Background: an optimization exercise with open tools, aiming at small area. Do not read the settings as production practice.
RTL that was checked went through simulation tests only; none was proved equivalent to the original.
No activity file was given, so power comes from the tool's default toggle rates.

## alpha
==> module lc4_cpu, before the edit <==
module lc4_cpu (
   input  logic        gwe,
   input  logic        i_arst_n,
   input  logic [15:0] i_imem_insn,
   output logic [15:0] o_imem_addr,
   input  logic [15:0] i_dmem_data,
   output logic [15:0] o_dmem_addr,
   output logic        o_dmem_we,
   output logic [15:0] o_dmem_wdata,
   output logic        o_retire_valid,
   output logic [15:0] o_retire_pc,
   output logic [15:0] o_retire_insn,
   output logic        o_retire_we,
   output logic [2:0]  o_retire_wsel,
   output logic [15:0] o_retire_data
);
   logic       init;     
   logic [2:0] ph;       
   logic       rot;      
   logic       last;
   assign last = (ph == 3'd7);
   always_ff @(posedge gwe or negedge i_arst_n) begin
      if (!i_arst_n) begin
         init <= 1'b1;
         ph   <= 3'd0;
         rot  <= 1'b0;
      end else begin
         ph <= ph + 3'd1;
         if (last) begin
            init <= 1'b0;
            rot  <= ~rot & ~init;
         end
      end
   end
   logic [15:0] insn;
   logic [3:0]  op;
   logic        is_br, is_arith, is_logic, is_ldr, is_str, is_const, is_jmp, is_jmpr;
   logic        regwe, cond, taken_rel;
   logic        nf, zf;    
   assign insn     = i_imem_insn;
   assign op       = insn[15:12];
   assign is_br    = (op == 4'b0000);
   assign is_arith = (op == 4'b0001);
   assign is_logic = (op == 4'b0101);
   assign is_ldr   = (op == 4'b0110);
   assign is_str   = (op == 4'b0111);
   assign is_const = (op == 4'b1001);
   assign is_jmp   = (op == 4'b1100);
   assign is_jmpr  = is_jmp & ~insn[11];
   assign regwe = (is_arith & (insn[5] | ~insn[3])) | is_logic | is_ldr | is_const;
   assign cond      = (insn[11] & nf) | (insn[10] & zf) | (insn[9] & ~nf & ~zf);
   assign taken_rel = (is_br & cond) | (is_jmp & insn[11]);
   logic        w5, w6, w9, sgn;
   logic [15:0] imm;
   assign w5  = is_arith | is_logic;
   assign w6  = is_ldr | is_str;
   assign w9  = is_br | is_const;
   assign sgn = w5 ? insn[4] : w6 ? insn[5] : w9 ? insn[8] : insn[10];
   always_comb begin
      imm        = {16{sgn}};
      imm[4:0]   = insn[4:0];
      if (!w5)        imm[5]    = insn[5];
      if (!w5 && !w6) imm[8:6]  = insn[8:6];
      if (!w5 && !w6 && !w9) imm[10:9] = insn[10:9];
      if (rot && !taken_rel) imm = 16'd0;
   end
   logic [15:0] rf [8];    
   logic [15:0] pc_q;      
   logic [13:0] a_q;       
   logic [15:0] b_q;       
   logic [1:0]  rs_dig, rt_dig, pc_dig, imm_dig;
   logic [2:0]  rt_sel;
   assign rt_sel  = is_str ? insn[11:9] : insn[2:0];
   assign rs_dig  = rf[insn[8:6]][1:0];
   assign rt_dig  = rf[rt_sel][1:0];
   assign pc_dig  = pc_q[{ph, 1'b0} +: 2];
   assign imm_dig = imm[{ph, 1'b0} +: 2];
   logic       sub, cin0, c_in, c_q, use_rt;
   logic [1:0] opa, opb;
   logic [2:0] sum;
   assign use_rt = ~rot & w5 & ~insn[5];
   assign sub    = ~rot & is_arith & ~insn[5] & insn[4];
   assign cin0   = rot ? ~is_jmpr : sub;
   assign c_in   = (ph == 3'd0) ? cin0 : c_q;
   assign opa    = (rot & ~is_jmpr) ? pc_dig : rs_dig;
   assign opb    = (use_rt ? rt_dig : imm_dig) ^ {2{sub}};
   assign sum    = {1'b0, opa} + {1'b0, opb} + {2'b00, c_in};
   always_ff @(posedge gwe) c_q <= sum[2];
   logic [1:0] alu, b_in, a_in;
   logic [3:0] tt;
   logic [1:0] y;
   logic       use_sum;
   assign y       = is_str ? rt_dig : opb;
   assign use_sum = ~(is_logic | is_const | is_str | is_ldr);
   always_comb begin
      if (is_logic & ~insn[5]) begin
         case (insn[4:3])
            2'b00:   tt = 4'b1000;    
            2'b01:   tt = 4'b0011;    
            2'b10:   tt = 4'b1110;    
            default: tt = 4'b0110;    
         endcase
      end else if (is_logic)
         tt = 4'b1000;                
      else if (is_ldr)
         tt = 4'b0000;                
      else
         tt = 4'b1010;                
   end
   assign alu = use_sum ? sum[1:0] : {tt[{rs_dig[1], y[1]}], tt[{rs_dig[0], y[0]}]};
   assign b_in = rot ? b_q[1:0] : alu;
   assign a_in = init ? {(ph == 3'd4) | (ph == 3'd7), 1'b0} : sum[1:0];
   logic ld_now;    
   assign ld_now = ~rot & last & is_ldr;
   always_ff @(posedge gwe) begin
      a_q <= {a_in, a_q[13:2]};
      b_q <= {b_in, b_q[15:2]} | (i_dmem_data & {16{ld_now}});
      if (last & (rot | init))
         pc_q <= {a_in, a_q};
   end
   always_ff @(posedge gwe) begin
      if (last & (init | (rot & regwe))) begin
         nf <= b_q[1] & ~init;
         zf <= (b_q == 16'd0) | init;
      end
   end
   logic [1:0] w_dig;
   assign w_dig = b_q[1:0] & {2{~init}};
   always_ff @(posedge gwe) begin
      for (int k = 0; k < 8; k++) begin
         if (init | (rot & regwe & (insn[11:9] == 3'(k))))
            rf[k] <= {w_dig, rf[k][15:2]};
         else
            rf[k] <= {rf[k][1:0], rf[k][15:2]};
      end
   end
   assign o_imem_addr    = pc_q;
   assign o_dmem_addr    = {a_in, a_q};
   assign o_dmem_wdata   = {b_in, b_q[15:2]};
   assign o_dmem_we      = ~init & ~rot & last & is_str;
   assign o_retire_valid = ~init & rot & last;
   assign o_retire_pc    = pc_q;
   assign o_retire_insn  = insn;
   assign o_retire_we    = regwe;
   assign o_retire_wsel  = insn[11:9];
   assign o_retire_data  = {b_q[1:0], b_q[15:2]};
endmodule
Settings: LEC_CHECK=0, ABC_AREA=1, CAP_MARGIN=20, CORE_MARGIN=2, CORE_UTILIZATION=40, CTS_BUF_LIST=sky130_fd_sc_hd__clkbuf_8, PLACE_DENSITY=0.6, SLEW_MARGIN=20; clock period 5.2 ns.
standard.sh (not shown) runs the stock make flow with config.mk's settings and CLKGATE_MAP_FILE= SYNTH_SCRIPT=/design/flow/synth_recipe.tcl, a recipe that flattens the netlist after the stock synthesis.
==> flow/flow/run.sh <==
#!/bin/bash
# Layout: the standard flow (standard.sh) with these changes:
#  - the port buffers are sky130_fd_sc_hd__buf_1 (BUFFER_PORTS_ARGS);
#  - clock tree synthesis inserts no dummy loads (CTS_ARGS);
#  - synthesis maps the logic with flow/abc.script in place of ORFS's abc
#    script. It is synth_recipe.tcl with a wrapper around yosys abc that swaps
#    the -script argument; everything else in synthesis, registers included,
#    is as synth_recipe.tcl makes it.
# Each tool's output goes to a log in this folder: synth_tcl.log (the script),
# standard.log (make and every ORFS step; ORFS's own per-step logs are under orfs/logs).
set -euo pipefail
here=$(pwd)
export BUFFER_PORTS_ARGS="-buffer_cell sky130_fd_sc_hd__buf_1"
export MY_ABC_SCRIPT="$here/flow/abc.script"
export CTS_ARGS="-sink_clustering_enable -repair_clock_nets -buf_list sky130_fd_sc_hd__clkbuf_8 -dont_use_dummy_load"
{
  head -n 1 synth_recipe.tcl
  cat <<'TCL'
proc abc {args} {
  set i [lsearch -exact $args -script]
  if {$i >= 0} {
    set args [lreplace $args $i [expr {$i + 1}] -script $::env(MY_ABC_SCRIPT)]
  }
  yosys abc {*}$args
}
TCL
  tail -n +2 synth_recipe.tcl
} > my_synth.tcl
cp my_synth.tcl synth_tcl.log
sed "s#SYNTH_SCRIPT=[^ ]*#SYNTH_SCRIPT=$here/my_synth.tcl#" standard.sh > my_standard.sh
grep -q "SYNTH_SCRIPT=$here/my_synth.tcl" my_standard.sh
bash my_standard.sh > standard.log 2>&1
==> flow/flow/abc.script <==
strash; dch; amap; topo; stime -c
Every stage of alpha finished as expected; the final checks, on the other hand, flagged setup timing, which means the layout fails.
What beta does differently from alpha at the input level:
==> flow/design.v, changed modules only <==
module lc4_cpu (
   input  logic        gwe,
   input  logic        i_arst_n,
   input  logic [15:0] i_imem_insn,
   output logic [15:0] o_imem_addr,
   input  logic [15:0] i_dmem_data,
   output logic [15:0] o_dmem_addr,
   output logic        o_dmem_we,
   output logic [15:0] o_dmem_wdata,
   output logic        o_retire_valid,
   output logic [15:0] o_retire_pc,
   output logic [15:0] o_retire_insn,
   output logic        o_retire_we,
   output logic [2:0]  o_retire_wsel,
   output logic [15:0] o_retire_data
);
   logic       init;     
   logic [2:0] ph;       
   logic       rot;      
   logic       last;
   assign last = (ph == 3'd7);
   always_ff @(posedge gwe or negedge i_arst_n) begin
      if (!i_arst_n) begin
         init <= 1'b1;
         ph   <= 3'd0;
         rot  <= 1'b0;
      end else begin
         ph <= ph + 3'd1;
         if (last) begin
            init <= 1'b0;
            rot  <= ~rot & ~init;
         end
      end
   end
   logic [15:0] insn;
   logic [3:0]  op;
   logic        is_br, is_arith, is_logic, is_ldr, is_str, is_const, is_jmp, is_jmpr;
   logic        regwe, cond, taken_rel;
   logic        nf, zf;    
   assign insn     = i_imem_insn;
   assign op       = insn[15:12];
   assign is_br    = (op == 4'b0000);
   assign is_arith = (op == 4'b0001);
   assign is_logic = (op == 4'b0101);
   assign is_ldr   = (op == 4'b0110);
   assign is_str   = (op == 4'b0111);
   assign is_const = (op == 4'b1001);
   assign is_jmp   = (op == 4'b1100);
   assign is_jmpr  = is_jmp & ~insn[11];
   assign regwe = (is_arith & (insn[5] | ~insn[3])) | is_logic | is_ldr | is_const;
   assign cond      = (insn[11] & nf) | (insn[10] & zf) | (insn[9] & ~nf & ~zf);
   assign taken_rel = (is_br & cond) | (is_jmp & insn[11]);
   logic        w5, w6, w9, sgn;
   logic [15:0] imm;
   assign w5  = is_arith | is_logic;
   assign w6  = is_ldr | is_str;
   assign w9  = is_br | is_const;
   assign sgn = w5 ? insn[4] : w6 ? insn[5] : w9 ? insn[8] : insn[10];
   always_comb begin
      imm        = {16{sgn}};
      imm[4:0]   = insn[4:0];
      if (!w5)        imm[5]    = insn[5];
      if (!w5 && !w6) imm[8:6]  = insn[8:6];
      if (!w5 && !w6 && !w9) imm[10:9] = insn[10:9];
      if (rot && !taken_rel) imm = 16'd0;
   end
   logic [15:0] rf [8];    
   logic [15:0] pc_q;      
   logic [15:0] a_q;       
   logic [15:0] b_q;       
   logic [1:0]  rs_dig, rt_dig, pc_dig, imm_dig;
   logic [2:0]  rt_sel;
   assign rt_sel  = is_str ? insn[11:9] : insn[2:0];
   assign rs_dig  = rf[insn[8:6]][1:0];
   assign rt_dig  = rf[rt_sel][1:0];
   assign pc_dig  = pc_q[{ph, 1'b0} +: 2];
   assign imm_dig = imm[{ph, 1'b0} +: 2];
   logic       sub, cin0, c_in, c_q, use_rt;
   logic [1:0] opa, opb;
   logic [2:0] sum;
   assign use_rt = ~rot & w5 & ~insn[5];
   assign sub    = ~rot & is_arith & ~insn[5] & insn[4];
   assign cin0   = rot ? ~is_jmpr : sub;
   assign c_in   = (ph == 3'd0) ? cin0 : c_q;
   assign opa    = (rot & ~is_jmpr) ? pc_dig : rs_dig;
   assign opb    = (use_rt ? rt_dig : imm_dig) ^ {2{sub}};
   assign sum    = {1'b0, opa} + {1'b0, opb} + {2'b00, c_in};
   always_ff @(posedge gwe) c_q <= sum[2];
   logic [1:0] alu, b_in, a_in;
   logic [3:0] tt;
   logic [1:0] y;
   logic       use_sum;
   assign y       = is_str ? rt_dig : opb;
   assign use_sum = ~(is_logic | is_const | is_str | is_ldr);
   always_comb begin
      if (is_logic & ~insn[5]) begin
         case (insn[4:3])
            2'b00:   tt = 4'b1000;    
            2'b01:   tt = 4'b0011;    
            2'b10:   tt = 4'b1110;    
            default: tt = 4'b0110;    
         endcase
      end else if (is_logic)
         tt = 4'b1000;                
      else if (is_ldr)
         tt = 4'b0000;                
      else
         tt = 4'b1010;                
   end
   assign alu = use_sum ? sum[1:0] : {tt[{rs_dig[1], y[1]}], tt[{rs_dig[0], y[0]}]};
   assign b_in = rot ? b_q[1:0] : alu;
   assign a_in = init ? {(ph == 3'd4) | (ph == 3'd7), 1'b0} : sum[1:0];
   logic ld_now;
   assign ld_now = rot & (ph == 3'd0) & is_ldr;
   always_ff @(posedge gwe) begin
      a_q <= {a_in, a_q[15:2]};
      b_q <= {b_in, b_q[15:2]} | ({i_dmem_data[1:0], i_dmem_data[15:2]} & {16{ld_now}});
      if (last & (rot | init))
         pc_q <= {a_in, a_q[15:2]};
   end
   always_ff @(posedge gwe) begin
      if (last & (init | (rot & regwe))) begin
         nf <= b_q[1] & ~init;
         zf <= (b_q == 16'd0) | init;
      end
   end
   logic [1:0] w_dig;
   assign w_dig = (ld_now ? i_dmem_data[1:0] : b_q[1:0]) & {2{~init}};
   always_ff @(posedge gwe) begin
      for (int k = 0; k < 8; k++) begin
         if (init | (rot & regwe & (insn[11:9] == 3'(k))))
            rf[k] <= {w_dig, rf[k][15:2]};
         else
            rf[k] <= {rf[k][1:0], rf[k][15:2]};
      end
   end
   assign o_imem_addr    = pc_q;
   assign o_dmem_addr    = a_q;
   assign o_dmem_wdata   = b_q;
   assign o_dmem_we      = ~init & rot & (ph == 3'd0) & is_str;
   assign o_retire_valid = ~init & rot & last;
   assign o_retire_pc    = pc_q;
   assign o_retire_insn  = insn;
   assign o_retire_we    = regwe;
   assign o_retire_wsel  = insn[11:9];
   assign o_retire_data  = {b_q[1:0], b_q[15:2]};
endmodule
==> comparison <==
Of beta and alpha, only alpha fails to finish with a clean layout. alpha -> stages 100% | layout checks FAIL | setup timing. Global routing met3 resource utilization: beta and alpha compared, higher one is beta. Met1 track demand over resource in global routing (higher): alpha. As far as summed instance area of the synthesized netlist is concerned, alpha and beta perform about the same. Comparing beta and alpha, the lower worst slew margin relative to its limit is on beta. beta vs alpha — largest net degree at the start of global routing dropped 6. [compare] base=alpha new=beta: count of different cell masters after synthesis shows an increase of 6.1%, total wire length after detailed routing lower, clock-net power dropped about 0.7%, total power decreased by 0.000086 W relative to the old numbers, number of gates on the worst path with buffers counted dropped 2. beta has more setup slack than alpha. What beta reported for global-route wire length before repair has to be multiplied by 1.09 to get the figure for alpha. Of beta and alpha, beta shows the higher synthesized area per cell, with alpha below it. Comparing beta and alpha, the lower count of endpoints failing setup in the final report was measured on beta.
For alpha, only the layout was checked, not whether the RTL still works.

what the ideal ports hide:
In the flow no input, the clock included, has a driving cell. The finished layouts below were timed again as built, in two steps. Step 1 (the two cells are an assumption about what drives the block):
set clk [get_ports {gwe}]
set_driving_cell -lib_cell sky130_fd_sc_hd__clkbuf_16 $clk
set_driving_cell -lib_cell sky130_fd_sc_hd__buf_2 [delete_from_list [all_inputs] $clk]
Step 2 also shifts input and output timing later by t, the mid clock arrival at the registers, as if the neighbouring blocks saw the same clock. a / b / c = no drivers / after step 1 / after step 2; a / b = the first two.
| run | t, ns | setup slack, ns | worst setup path at the end | clock arrival spread, ns | pins driven straight from the clock port |
|---|---|---|---|---|---|
| alpha | 0.479 | -0.636 / -0.663 / -0.663 | input to output | 0.030 / 0.029 | 1 |
| beta | 0.470 | 0.484 / 0.499 / 0.029 | input to register | 0.027 / 0.027 | 1 |
The setup slack of beta, which loses most, moves by +0.015 ns with the drivers and by -0.455 ns with both steps.
